What follows belongs to an exercise in optimizing a design on an open flow for a short achievable clock period and few clock cycles per item; a production flow would make more cautious choices.
Function was checked by simulation only, so behaviour that the tests miss may differ from the original.
No driver is modelled on the clock port, so clocking that relies on it looks cheaper here than on a real chip.
Power is estimated from default activity; no workload was simulated.

==> inputs of v6 <==
==> flow/design.v <==
package ahb_sram_pkg;
  localparam int HADDR_W = 32;
  localparam int HDATA_W = 32;
  localparam int HBE_W   = HDATA_W / 8;
  typedef logic [HADDR_W-1:0]   haddr_t;
  typedef logic [HDATA_W-1:0]   hdata_t;
  typedef logic [HBE_W-1:0]     hbe_t;
  typedef logic [HADDR_W-3:0]   word_idx_t;
  typedef enum logic [1:0] {
    HTRANS_IDLE   = 2'b00,
    HTRANS_BUSY   = 2'b01,
    HTRANS_NONSEQ = 2'b10,
    HTRANS_SEQ    = 2'b11
  } htrans_e;
  typedef enum logic [2:0] {
    HSIZE_BYTE  = 3'b000,
    HSIZE_HWORD = 3'b001,
    HSIZE_WORD  = 3'b010
  } hsize_e;
  typedef enum logic {
    HRESP_OKAY  = 1'b0,
    HRESP_ERROR = 1'b1
  } hresp_e;
  typedef struct packed {
    logic      we;
    hbe_t      be;
    word_idx_t idx;
  } mem_wr_t;
  typedef struct packed {
    logic      re;
    word_idx_t idx;
    logic      bypass;
  } mem_rd_t;
  function automatic hbe_t lane_enables(hsize_e size, logic [1:0] offset);
    hbe_t mask;
    case (size)
      3'b000:  mask = 4'b0001;
      3'b001:  mask = 4'b0011;
      default:     mask = 4'b1111;
    endcase
    lane_enables = mask << offset;
  endfunction
endpackage
`timescale 1ns/1ps
module ahb_sram_dec4_n (
  input  logic [3:0]  a,
  output logic [15:0] y_n
);
  for (genvar j = 0; j < 16; j++) begin : g_out
    assign y_n[j] = ~(a == j);
  end
endmodule
module ahb_sram_dec4 (
  input  logic [3:0]  a,
  output logic [15:0] y
);
  logic [3:0] a_n;
  logic [3:0] p0_n;
  logic [3:0] p1_n;
  for (genvar k = 0; k < 4; k++) begin : g_inv
    ahb_sram_inv u_inv (
      .a (a[k]),
      .y (a_n[k])
    );
  end
  for (genvar j = 0; j < 4; j++) begin : g_pre
    ahb_sram_nand2 u_p0 (
      .a ((j % 2) ? a[0] : a_n[0]),
      .b ((j / 2) ? a[1] : a_n[1]),
      .y (p0_n[j])
    );
    ahb_sram_nand2 u_p1 (
      .a ((j % 2) ? a[2] : a_n[2]),
      .b ((j / 2) ? a[3] : a_n[3]),
      .y (p1_n[j])
    );
  end
  for (genvar j = 0; j < 16; j++) begin : g_out
    ahb_sram_nor2 u_out (
      .a (p0_n[j % 4]),
      .b (p1_n[j / 4]),
      .y (y[j])
    );
  end
endmodule
module ahb_sram_addr_phase (
  input  logic                  HCLK,
  input  logic                  HRESETn,
  input  logic                  HSEL,
  input  ahb_sram_pkg::haddr_t  HADDR,
  input  logic                  HWRITE,
  input  ahb_sram_pkg::hsize_e  HSIZE,
  input  ahb_sram_pkg::htrans_e HTRANS,
  input  logic                  HREADY,
  output logic [3:0][15:0]      wr_lo_n,
  output logic [3:0][15:0]      wr_hi_n,
  output logic [3:0][15:0]      rd_lo,
  output logic [3:0][15:0]      rd_hi,
  output logic [3:0]            rd_bypass
);
  logic               active;
  logic               wr_accept;
  logic               wr_we;
  ahb_sram_pkg::hbe_t be;
  ahb_sram_pkg::hbe_t wr_be;
  logic [7:0]         idx;
  logic [7:0]         phase_idx;
  logic               same_word;
  assign active    = HSEL && HTRANS[1];
  assign wr_accept = HREADY && active && HWRITE;
  assign idx = HADDR[9:2];
  assign be  = ahb_sram_pkg::lane_enables(HSIZE, HADDR[1:0]);
  always_ff @(posedge HCLK or negedge HRESETn) begin
    if (!HRESETn) begin
      wr_we <= 1'b0;
    end else begin
      wr_we <= wr_accept;
    end
  end
  always_ff @(posedge HCLK) begin
    wr_be     <= be;
    phase_idx <= idx;
  end
  for (genvar b = 0; b < 4; b++) begin : g_wr_lane
    logic [15:0] lo_n;
    logic [15:0] hi_n;
    ahb_sram_dec4_n u_dec_lo (
      .a   (idx[3:0]),
      .y_n (lo_n)
    );
    ahb_sram_dec4_n u_dec_hi (
      .a   (idx[7:4]),
      .y_n (hi_n)
    );
    always_ff @(posedge HCLK or negedge HRESETn) begin
      if (!HRESETn) begin
        wr_lo_n[b] <= '1;
      end else begin
        wr_lo_n[b] <= lo_n | {16{!(wr_accept && be[b])}};
      end
    end
    always_ff @(posedge HCLK) begin
      wr_hi_n[b] <= hi_n;
    end
  end
  for (genvar b = 0; b < 4; b++) begin : g_rd_lane
    ahb_sram_dec4 u_dec_lo (
      .a (idx[3:0]),
      .y (rd_lo[b])
    );
    ahb_sram_dec4 u_dec_hi (
      .a (idx[7:4]),
      .y (rd_hi[b])
    );
  end
  assign same_word = wr_we && (phase_idx == idx);
  assign rd_bypass = same_word ? wr_be : 4'b0000;
endmodule
`timescale 1ns/1ps
module ahb_sram_aoi22 (
  input  logic a1,
  input  logic a2,
  input  logic b1,
  input  logic b2,
  output logic y
);
  assign y = ~((a1 & a2) | (b1 & b2));
endmodule
module ahb_sram_inv (
  input  logic a,
  output logic y
);
  assign y = ~a;
endmodule
module ahb_sram_nand2 (
  input  logic a,
  input  logic b,
  output logic y
);
  assign y = ~(a & b);
endmodule
module ahb_sram_nor2 (
  input  logic a,
  input  logic b,
  output logic y
);
  assign y = ~(a | b);
endmodule
module ahb_sram_rd_bit (
  input  logic [15:0]  col,
  input  logic [15:0]  row,
  input  logic [255:0] d,
  output logic         y
);
  logic [15:0][7:0] l1_n;
  logic [15:0][3:0] l2;
  logic [15:0][1:0] l3_n;
  logic [15:0]      l4;
  logic [7:0]       l5_n;
  logic [3:0]       l6;
  logic [1:0]       l7_n;
  for (genvar r = 0; r < 16; r++) begin : g_row
    for (genvar p = 0; p < 8; p++) begin : g_l1
      ahb_sram_aoi22 u_g (
        .a1 (col[2*p]),
        .a2 (d[16*r + 2*p]),
        .b1 (col[2*p+1]),
        .b2 (d[16*r + 2*p+1]),
        .y  (l1_n[r][p])
      );
    end
    for (genvar q = 0; q < 4; q++) begin : g_l2
      ahb_sram_nand2 u_g (
        .a (l1_n[r][2*q]),
        .b (l1_n[r][2*q+1]),
        .y (l2[r][q])
      );
    end
    for (genvar m = 0; m < 2; m++) begin : g_l3
      ahb_sram_nor2 u_g (
        .a (l2[r][2*m]),
        .b (l2[r][2*m+1]),
        .y (l3_n[r][m])
      );
    end
    ahb_sram_nand2 u_l4 (
      .a (l3_n[r][0]),
      .b (l3_n[r][1]),
      .y (l4[r])
    );
  end
  for (genvar k = 0; k < 8; k++) begin : g_l5
    ahb_sram_aoi22 u_g (
      .a1 (row[2*k]),
      .a2 (l4[2*k]),
      .b1 (row[2*k+1]),
      .b2 (l4[2*k+1]),
      .y  (l5_n[k])
    );
  end
  for (genvar k = 0; k < 4; k++) begin : g_l6
    ahb_sram_nand2 u_g (
      .a (l5_n[2*k]),
      .b (l5_n[2*k+1]),
      .y (l6[k])
    );
  end
  for (genvar k = 0; k < 2; k++) begin : g_l7
    ahb_sram_nor2 u_g (
      .a (l6[2*k]),
      .b (l6[2*k+1]),
      .y (l7_n[k])
    );
  end
  ahb_sram_nand2 u_l8 (
    .a (l7_n[0]),
    .b (l7_n[1]),
    .y (y)
  );
endmodule
module ahb_sram_out_bit (
  input  logic HCLK,
  input  logic rd,
  input  logic wd,
  input  logic bypass,
  output logic y
);
  logic rd_q;
  logic wd_q;
  logic byp_q;
  logic keep_q;
  logic rd_keep_n;
  logic wd_pick_n;
  always_ff @(posedge HCLK) begin
    rd_q   <= rd;
    wd_q   <= wd;
    byp_q  <= bypass;
    keep_q <= ~bypass;
  end
  ahb_sram_nand2 u_keep (
    .a (rd_q),
    .b (keep_q),
    .y (rd_keep_n)
  );
  ahb_sram_nand2 u_pick (
    .a (wd_q),
    .b (byp_q),
    .y (wd_pick_n)
  );
  ahb_sram_nand2 u_out (
    .a (rd_keep_n),
    .b (wd_pick_n),
    .y (y)
  );
endmodule
module sram_1r1w (
  input  logic                  HCLK,
  input  logic [3:0][15:0]      wr_lo_n,
  input  logic [3:0][15:0]      wr_hi_n,
  input  ahb_sram_pkg::hdata_t  wdata,
  input  logic [3:0][15:0]      rd_lo,
  input  logic [3:0][15:0]      rd_hi,
  input  logic [3:0]            rd_bypass,
  output ahb_sram_pkg::hdata_t  rdata
);
  logic [255:0][31:0] mem;
  logic [3:0][255:0]  wr_en;
  logic [31:0]        rd_word;
  for (genvar b = 0; b < 4; b++) begin : g_lane
    for (genvar i = 0; i < 256; i++) begin : g_word
      ahb_sram_nor2 u_wr (
        .a (wr_lo_n[b][i % 16]),
        .b (wr_hi_n[b][i / 16]),
        .y (wr_en[b][i])
      );
      always_ff @(posedge HCLK) begin
        if (wr_en[b][i]) begin
          mem[i][8*b +: 8] <= wdata[8*b +: 8];
        end
      end
    end
  end
  for (genvar n = 0; n < 32; n++) begin : g_bit
    logic [255:0] col;
    for (genvar i = 0; i < 256; i++) begin : g_col
      assign col[i] = mem[i][n];
    end
    ahb_sram_rd_bit u_rd (
      .col (rd_lo[n / 8]),
      .row (rd_hi[n / 8]),
      .d   (col),
      .y   (rd_word[n])
    );
  end
  for (genvar n = 0; n < 32; n++) begin : g_out
    ahb_sram_out_bit u_out (
      .HCLK   (HCLK),
      .rd     (rd_word[n]),
      .wd     (wdata[n]),
      .bypass (rd_bypass[n / 8]),
      .y      (rdata[n])
    );
  end
endmodule
`timescale 1ns/1ps
module ahb_sram_resp (
  output logic HREADYOUT
);
  assign HREADYOUT = 1'b1;
endmodule
`timescale 1ns/1ps
module ahb_sram #(
  parameter int MEM_DEPTH         = 256,
  parameter bit REGISTERED_OUTPUT = 1'b0
) (
  input  logic                  HCLK,
  input  logic                  HRESETn,
  input  logic                  HSEL,
  input  ahb_sram_pkg::haddr_t  HADDR,
  input  ahb_sram_pkg::hdata_t  HWDATA,
  output ahb_sram_pkg::hdata_t  HRDATA,
  input  logic                  HWRITE,
  input  ahb_sram_pkg::hsize_e  HSIZE,
  input  logic [2:0]            HBURST,
  input  logic [3:0]            HPROT,
  input  ahb_sram_pkg::htrans_e HTRANS,
  input  logic                  HMASTLOCK,
  input  logic                  HREADY,
  output logic                  HREADYOUT,
  output ahb_sram_pkg::hresp_e  HRESP
);
  logic [3:0][15:0] wr_lo_n;
  logic [3:0][15:0] wr_hi_n;
  logic [3:0][15:0] rd_lo;
  logic [3:0][15:0] rd_hi;
  logic [3:0]       rd_bypass;
  assign HRESP = ahb_sram_pkg::HRESP_OKAY;
  ahb_sram_addr_phase u_addr_phase (
    .HCLK      (HCLK),
    .HRESETn   (HRESETn),
    .HSEL      (HSEL),
    .HADDR     (HADDR),
    .HWRITE    (HWRITE),
    .HSIZE     (HSIZE),
    .HTRANS    (HTRANS),
    .HREADY    (HREADY),
    .wr_lo_n   (wr_lo_n),
    .wr_hi_n   (wr_hi_n),
    .rd_lo     (rd_lo),
    .rd_hi     (rd_hi),
    .rd_bypass (rd_bypass)
  );
  sram_1r1w u_sram (
    .HCLK      (HCLK),
    .wr_lo_n   (wr_lo_n),
    .wr_hi_n   (wr_hi_n),
    .wdata     (HWDATA),
    .rd_lo     (rd_lo),
    .rd_hi     (rd_hi),
    .rd_bypass (rd_bypass),
    .rdata     (HRDATA)
  );
  ahb_sram_resp u_resp (
    .HREADYOUT (HREADYOUT)
  );
endmodule
==> flow/flow/run.sh <==
#!/bin/bash
# Layout flow: the standard ORFS flow (standard.sh) with one hook,
# latency.tcl, which sets the expected clock insertion delay on the ideal
# clock before floorplanning. make's output goes to flow_make.log in the work
# folder; ORFS's per-step logs are under orfs/logs.
set -euo pipefail
HERE=$(cd "$(dirname "$0")" && pwd)
export PRE_FLOORPLAN_TCL=$HERE/latency.tcl
bash standard.sh > flow_make.log 2>&1
==> flow/flow/latency.tcl <==
set_clock_latency 0.95 [all_clocks]
==> flow/standard.sh <==
#!/bin/bash
# synth_recipe.tcl (not shown) runs the flow's synth.tcl, then flattens the netlist and writes it again
# the make line also repeats each setting of config.mk as NAME=value (left out here)
make -C /OpenROAD-flow-scripts/flow DESIGN_CONFIG=/design/flow/config.mk WORK_HOME=/design/flow/orfs CLKGATE_MAP_FILE= SYNTH_SCRIPT=/design/flow/synth_recipe.tcl "${@:-finish}"
==> flow/config.mk <==
export PLATFORM = sky130hd
export DESIGN_NAME = ahb_sram
export DESIGN_NICKNAME = ahb_sram
export VERILOG_FILES = /design/flow/design.v
export SDC_FILE = /design/flow/constraint.sdc
export NUM_CORES = 8
export LEC_CHECK = 0
export ABC_CLOCK_PERIOD_IN_PS = 2000
export CAP_MARGIN = 20
export CORE_ASPECT_RATIO = 0.7
export CORE_MARGIN = 2
export CORE_UTILIZATION = 65
export CTS_CLUSTER_DIAMETER = 100
export CTS_CLUSTER_SIZE = 30
export PLACE_DENSITY = 0.72
export SETUP_SLACK_MARGIN = 4.0
export SLEW_MARGIN = 20
export SYNTH_HIERARCHICAL = 1
==> flow/constraint.sdc <==
create_clock -name core_clock -period 6.0 [get_ports {HCLK}]
set_input_delay 1.2000 -clock core_clock [delete_from_list [all_inputs] [get_ports {HCLK}]]
set_output_delay 1.2000 -clock core_clock [all_outputs]
set_load 0.01 [all_outputs]
==> v28 (differences from v6) <==
--- a/flow/config.mk
+++ b/flow/config.mk
@@ -7,12 +7,11 @@
 export LEC_CHECK = 0
 export ABC_CLOCK_PERIOD_IN_PS = 2000
 export CAP_MARGIN = 20
-export CORE_ASPECT_RATIO = 0.7
 export CORE_MARGIN = 2
 export CORE_UTILIZATION = 65
 export CTS_CLUSTER_DIAMETER = 100
 export CTS_CLUSTER_SIZE = 30
 export PLACE_DENSITY = 0.72
-export SETUP_SLACK_MARGIN = 4.0
+export SETUP_SLACK_MARGIN = 3.5
 export SLEW_MARGIN = 20
 export SYNTH_HIERARCHICAL = 1
==> v34 (differences from v6) <==
--- a/flow/design.v
+++ b/flow/design.v
@@ -50,39 +50,6 @@
     assign y_n[j] = ~(a == j);
   end
 endmodule
-module ahb_sram_dec4 (
-  input  logic [3:0]  a,
-  output logic [15:0] y
-);
-  logic [3:0] a_n;
-  logic [3:0] p0_n;
-  logic [3:0] p1_n;
-  for (genvar k = 0; k < 4; k++) begin : g_inv
-    ahb_sram_inv u_inv (
-      .a (a[k]),
-      .y (a_n[k])
-    );
-  end
-  for (genvar j = 0; j < 4; j++) begin : g_pre
-    ahb_sram_nand2 u_p0 (
-      .a ((j % 2) ? a[0] : a_n[0]),
-      .b ((j / 2) ? a[1] : a_n[1]),
-      .y (p0_n[j])
-    );
-    ahb_sram_nand2 u_p1 (
-      .a ((j % 2) ? a[2] : a_n[2]),
-      .b ((j / 2) ? a[3] : a_n[3]),
-      .y (p1_n[j])
-    );
-  end
-  for (genvar j = 0; j < 16; j++) begin : g_out
-    ahb_sram_nor2 u_out (
-      .a (p0_n[j % 4]),
-      .b (p1_n[j / 4]),
-      .y (y[j])
-    );
-  end
-endmodule
 module ahb_sram_addr_phase (
   input  logic                  HCLK,
   input  logic                  HRESETn,
@@ -94,8 +61,8 @@
   input  logic                  HREADY,
   output logic [3:0][15:0]      wr_lo_n,
   output logic [3:0][15:0]      wr_hi_n,
-  output logic [3:0][15:0]      rd_lo,
-  output logic [3:0][15:0]      rd_hi,
+  output logic [3:0][15:0]      rd_lo_n,
+  output logic [3:0][15:0]      rd_hi_n,
   output logic [3:0]            rd_bypass
 );
   logic               active;
@@ -144,13 +111,13 @@
     end
   end
   for (genvar b = 0; b < 4; b++) begin : g_rd_lane
-    ahb_sram_dec4 u_dec_lo (
-      .a (idx[3:0]),
-      .y (rd_lo[b])
+    ahb_sram_dec4_n u_dec_lo (
+      .a   (idx[3:0]),
+      .y_n (rd_lo_n[b])
     );
-    ahb_sram_dec4 u_dec_hi (
-      .a (idx[7:4]),
-      .y (rd_hi[b])
+    ahb_sram_dec4_n u_dec_hi (
+      .a   (idx[7:4]),
+      .y_n (rd_hi_n[b])
     );
   end
   assign same_word = wr_we && (phase_idx == idx);
@@ -166,12 +133,6 @@
 );
   assign y = ~((a1 & a2) | (b1 & b2));
 endmodule
-module ahb_sram_inv (
-  input  logic a,
-  output logic y
-);
-  assign y = ~a;
-endmodule
 module ahb_sram_nand2 (
   input  logic a,
   input  logic b,
@@ -187,109 +148,40 @@
   assign y = ~(a | b);
 endmodule
 module ahb_sram_rd_bit (
-  input  logic [15:0]  col,
-  input  logic [15:0]  row,
+  input  logic [255:0] sel,
   input  logic [255:0] d,
   output logic         y
 );
-  logic [15:0][7:0] l1_n;
-  logic [15:0][3:0] l2;
-  logic [15:0][1:0] l3_n;
-  logic [15:0]      l4;
-  logic [7:0]       l5_n;
-  logic [3:0]       l6;
-  logic [1:0]       l7_n;
-  for (genvar r = 0; r < 16; r++) begin : g_row
-    for (genvar p = 0; p < 8; p++) begin : g_l1
-      ahb_sram_aoi22 u_g (
-        .a1 (col[2*p]),
-        .a2 (d[16*r + 2*p]),
-        .b1 (col[2*p+1]),
-        .b2 (d[16*r + 2*p+1]),
-        .y  (l1_n[r][p])
-      );
-    end
-    for (genvar q = 0; q < 4; q++) begin : g_l2
-      ahb_sram_nand2 u_g (
-        .a (l1_n[r][2*q]),
-        .b (l1_n[r][2*q+1]),
-        .y (l2[r][q])
-      );
-    end
-    for (genvar m = 0; m < 2; m++) begin : g_l3
-      ahb_sram_nor2 u_g (
-        .a (l2[r][2*m]),
-        .b (l2[r][2*m+1]),
-        .y (l3_n[r][m])
-      );
+  logic [7:0][255:0] lvl;
+  for (genvar k = 0; k < 128; k++) begin : g_l1
+    ahb_sram_aoi22 u_aoi (
+      .a1 (sel[2*k]),
+      .a2 (d[2*k]),
+      .b1 (sel[2*k+1]),
+      .b2 (d[2*k+1]),
+      .y  (lvl[1][k])
+    );
+  end
+  for (genvar l = 2; l <= 7; l++) begin : g_lvl
+    for (genvar k = 0; k < (256 >> l); k++) begin : g_node
+      if (l % 2 == 0) begin : g_nand
+        ahb_sram_nand2 u_g (
+          .a (lvl[l-1][2*k]),
+          .b (lvl[l-1][2*k+1]),
+          .y (lvl[l][k])
+        );
+      end else begin : g_nor
+        ahb_sram_nor2 u_g (
+          .a (lvl[l-1][2*k]),
+          .b (lvl[l-1][2*k+1]),
+          .y (lvl[l][k])
+        );
+      end
     end
-    ahb_sram_nand2 u_l4 (
-      .a (l3_n[r][0]),
-      .b (l3_n[r][1]),
-      .y (l4[r])
-    );
-  end
-  for (genvar k = 0; k < 8; k++) begin : g_l5
-    ahb_sram_aoi22 u_g (
-      .a1 (row[2*k]),
-      .a2 (l4[2*k]),
-      .b1 (row[2*k+1]),
-      .b2 (l4[2*k+1]),
-      .y  (l5_n[k])
-    );
   end
-  for (genvar k = 0; k < 4; k++) begin : g_l6
-    ahb_sram_nand2 u_g (
-      .a (l5_n[2*k]),
-      .b (l5_n[2*k+1]),
-      .y (l6[k])
-    );
-  end
-  for (genvar k = 0; k < 2; k++) begin : g_l7
-    ahb_sram_nor2 u_g (
-      .a (l6[2*k]),
-      .b (l6[2*k+1]),
-      .y (l7_n[k])
-    );
-  end
-  ahb_sram_nand2 u_l8 (
-    .a (l7_n[0]),
-    .b (l7_n[1]),
-    .y (y)
-  );
-endmodule
-module ahb_sram_out_bit (
-  input  logic HCLK,
-  input  logic rd,
-  input  logic wd,
-  input  logic bypass,
-  output logic y
-);
-  logic rd_q;
-  logic wd_q;
-  logic byp_q;
-  logic keep_q;
-  logic rd_keep_n;
-  logic wd_pick_n;
-  always_ff @(posedge HCLK) begin
-    rd_q   <= rd;
-    wd_q   <= wd;
-    byp_q  <= bypass;
-    keep_q <= ~bypass;
-  end
-  ahb_sram_nand2 u_keep (
-    .a (rd_q),
-    .b (keep_q),
-    .y (rd_keep_n)
-  );
-  ahb_sram_nand2 u_pick (
-    .a (wd_q),
-    .b (byp_q),
-    .y (wd_pick_n)
-  );
-  ahb_sram_nand2 u_out (
-    .a (rd_keep_n),
-    .b (wd_pick_n),
+  ahb_sram_nand2 u_word (
+    .a (lvl[7][0]),
+    .b (lvl[7][1]),
     .y (y)
   );
 endmodule
@@ -298,13 +190,14 @@
   input  logic [3:0][15:0]      wr_lo_n,
   input  logic [3:0][15:0]      wr_hi_n,
   input  ahb_sram_pkg::hdata_t  wdata,
-  input  logic [3:0][15:0]      rd_lo,
-  input  logic [3:0][15:0]      rd_hi,
+  input  logic [3:0][15:0]      rd_lo_n,
+  input  logic [3:0][15:0]      rd_hi_n,
   input  logic [3:0]            rd_bypass,
   output ahb_sram_pkg::hdata_t  rdata
 );
   logic [255:0][31:0] mem;
   logic [3:0][255:0]  wr_en;
+  logic [3:0][255:0]  rd_sel;
   logic [31:0]        rd_word;
   for (genvar b = 0; b < 4; b++) begin : g_lane
     for (genvar i = 0; i < 256; i++) begin : g_word
@@ -313,6 +206,11 @@
         .b (wr_hi_n[b][i / 16]),
         .y (wr_en[b][i])
       );
+      ahb_sram_nor2 u_rd (
+        .a (rd_lo_n[b][i % 16]),
+        .b (rd_hi_n[b][i / 16]),
+        .y (rd_sel[b][i])
+      );
       always_ff @(posedge HCLK) begin
         if (wr_en[b][i]) begin
           mem[i][8*b +: 8] <= wdata[8*b +: 8];
@@ -326,19 +224,38 @@
       assign col[i] = mem[i][n];
     end
     ahb_sram_rd_bit u_rd (
-      .col (rd_lo[n / 8]),
-      .row (rd_hi[n / 8]),
+      .sel (rd_sel[n / 8]),
       .d   (col),
       .y   (rd_word[n])
     );
   end
+  logic [31:0] rd_q;
+  logic [31:0] wd_q;
+  logic [3:0]  byp_q;
+  logic [3:0]  keep_q;
+  logic [31:0] rd_keep_n;
+  logic [31:0] wd_pick_n;
+  always_ff @(posedge HCLK) begin
+    rd_q   <= rd_word;
+    wd_q   <= wdata;
+    byp_q  <= rd_bypass;
+    keep_q <= ~rd_bypass;
+  end
   for (genvar n = 0; n < 32; n++) begin : g_out
-    ahb_sram_out_bit u_out (
-      .HCLK   (HCLK),
-      .rd     (rd_word[n]),
-      .wd     (wdata[n]),
-      .bypass (rd_bypass[n / 8]),
-      .y      (rdata[n])
+    ahb_sram_nand2 u_keep (
+      .a (rd_q[n]),
+      .b (keep_q[n / 8]),
+      .y (rd_keep_n[n])
+    );
+    ahb_sram_nand2 u_pick (
+      .a (wd_q[n]),
+      .b (byp_q[n / 8]),
+      .y (wd_pick_n[n])
+    );
+    ahb_sram_nand2 u_out (
+      .a (rd_keep_n[n]),
+      .b (wd_pick_n[n]),
+      .y (rdata[n])
     );
   end
 endmodule
@@ -371,8 +288,8 @@
 );
   logic [3:0][15:0] wr_lo_n;
   logic [3:0][15:0] wr_hi_n;
-  logic [3:0][15:0] rd_lo;
-  logic [3:0][15:0] rd_hi;
+  logic [3:0][15:0] rd_lo_n;
+  logic [3:0][15:0] rd_hi_n;
   logic [3:0]       rd_bypass;
   assign HRESP = ahb_sram_pkg::HRESP_OKAY;
   ahb_sram_addr_phase u_addr_phase (
@@ -386,8 +303,8 @@
     .HREADY    (HREADY),
     .wr_lo_n   (wr_lo_n),
     .wr_hi_n   (wr_hi_n),
-    .rd_lo     (rd_lo),
-    .rd_hi     (rd_hi),
+    .rd_lo_n   (rd_lo_n),
+    .rd_hi_n   (rd_hi_n),
     .rd_bypass (rd_bypass)
   );
   sram_1r1w u_sram (
@@ -395,8 +312,8 @@
     .wr_lo_n   (wr_lo_n),
     .wr_hi_n   (wr_hi_n),
     .wdata     (HWDATA),
-    .rd_lo     (rd_lo),
-    .rd_hi     (rd_hi),
+    .rd_lo_n   (rd_lo_n),
+    .rd_hi_n   (rd_hi_n),
     .rd_bypass (rd_bypass),
     .rdata     (HRDATA)
   );
==> flow/run.sh (new file) <==
#!/bin/bash
# synth_recipe.tcl (not shown) runs the flow's synth.tcl, then flattens the netlist and writes it again
# the make line also repeats each setting of config.mk as NAME=value (left out here)
make -C /OpenROAD-flow-scripts/flow DESIGN_CONFIG=/design/flow/config.mk WORK_HOME=/design/flow/orfs CLKGATE_MAP_FILE= SYNTH_SCRIPT=/design/flow/synth_recipe.tcl finish
==> flow/config.mk (replaced) <==
export PLATFORM = sky130hd
export DESIGN_NAME = ahb_sram
export DESIGN_NICKNAME = ahb_sram
export VERILOG_FILES = /design/flow/design.v
export SDC_FILE = /design/flow/constraint.sdc
export NUM_CORES = 8
export LEC_CHECK = 0
export ABC_CLOCK_PERIOD_IN_PS = 2000
export CAP_MARGIN = 20
export CORE_MARGIN = 2
export CORE_UTILIZATION = 45
export SETUP_SLACK_MARGIN = 3.5
export SLEW_MARGIN = 20
export SYNTH_HIERARCHICAL = 1
removed: flow/flow/run.sh
removed: flow/flow/latency.tcl
removed: flow/standard.sh
==> comparison <==
Non-clock buffer count: v34 is higher than v6 (466). In die area, v28 and v6 hardly differ. Of v28 and v34, v28 has the higher sequential cell count (gap 56). Count of clock-buffer cells in the layout: v28 is lower than v34 (562). Power, lowest first: v28, v6, v34. Sequential power is about the same in v28 and v6.
==> figures <==
metric	v34	v6	v28
Status	finished clean	finished clean	finished clean
Non-clock buffers	1460	994	980
Count of multi-input combinational gates	10.7k	9697	9701
Worst Hold Slack	0.228 ns	0.355 ns	0.342 ns
Post-place setup slack	0.754 ns	1.02 ns	1.03 ns
Compound-cell area share of the yosys netlist	0.156	0.166	0.166
Reg power frac	0.543	0.658	0.659
Initial detailed-routing violation count	19.1k	29.6k	24.6k
Hpwl dp	501 mm	463 mm	456 mm
Layer with the highest usage	met2	met1	met2
Clock latency (worst-skew pair)	1.16 ns	1.08 ns	1.03 ns
Overall global routing resource usage	0.232	0.331	0.311
Power dissipated in the clock network	50.9 mW	27.7 mW	27.9 mW
Post-layout utilization of the core	0.539	0.726	0.724
Testbench counts of v6, summed over its fixed seeds: cycles 160,008, items 160,000.
Testbench counts of v28, summed over its fixed seeds: cycles 160,008, items 160,000.
Testbench counts of v34, summed over its fixed seeds: cycles 160,008, items 160,000.

-- port drivers added, routing unchanged --
How much do the figures lean on ideal ports? The routed layouts below were timed once more, with nothing changed but the port constraints. Step 1: set_driving_cell puts a clkbuf_16 on HCLK and a buf_2 on each other input, an assumption about the parent block. Step 2, shift: input delay + t, output delay - t, t = (earliest + latest rising clock arrival at the registers) / 2. This alone moves slack from input paths to output paths. a / b / c = no drivers / after step 1 / after step 2; a / b = the first two.
run | t, ns | setup slack, ns | hold slack, ns | worst setup path after step 2 | pins driven straight from the clock port
v6 | 1.167 | 3.055 / 2.931 / 1.846 | 0.355 / 0.419 / 0.722 | input to register | 1
v28 | 1.136 | 3.112 / 2.951 / 1.815 | 0.342 / 0.326 / 0.756 | input to register | 1
v34 | 1.272 | 2.876 / 2.748 / 1.662 | 0.228 / 0.281 / 0.622 | input to register | 1
After both steps setup and hold are still met in every run listed. For v28, which loses most, drivers alone change the setup slack by -0.161 ns; drivers and shift together by -1.297 ns.
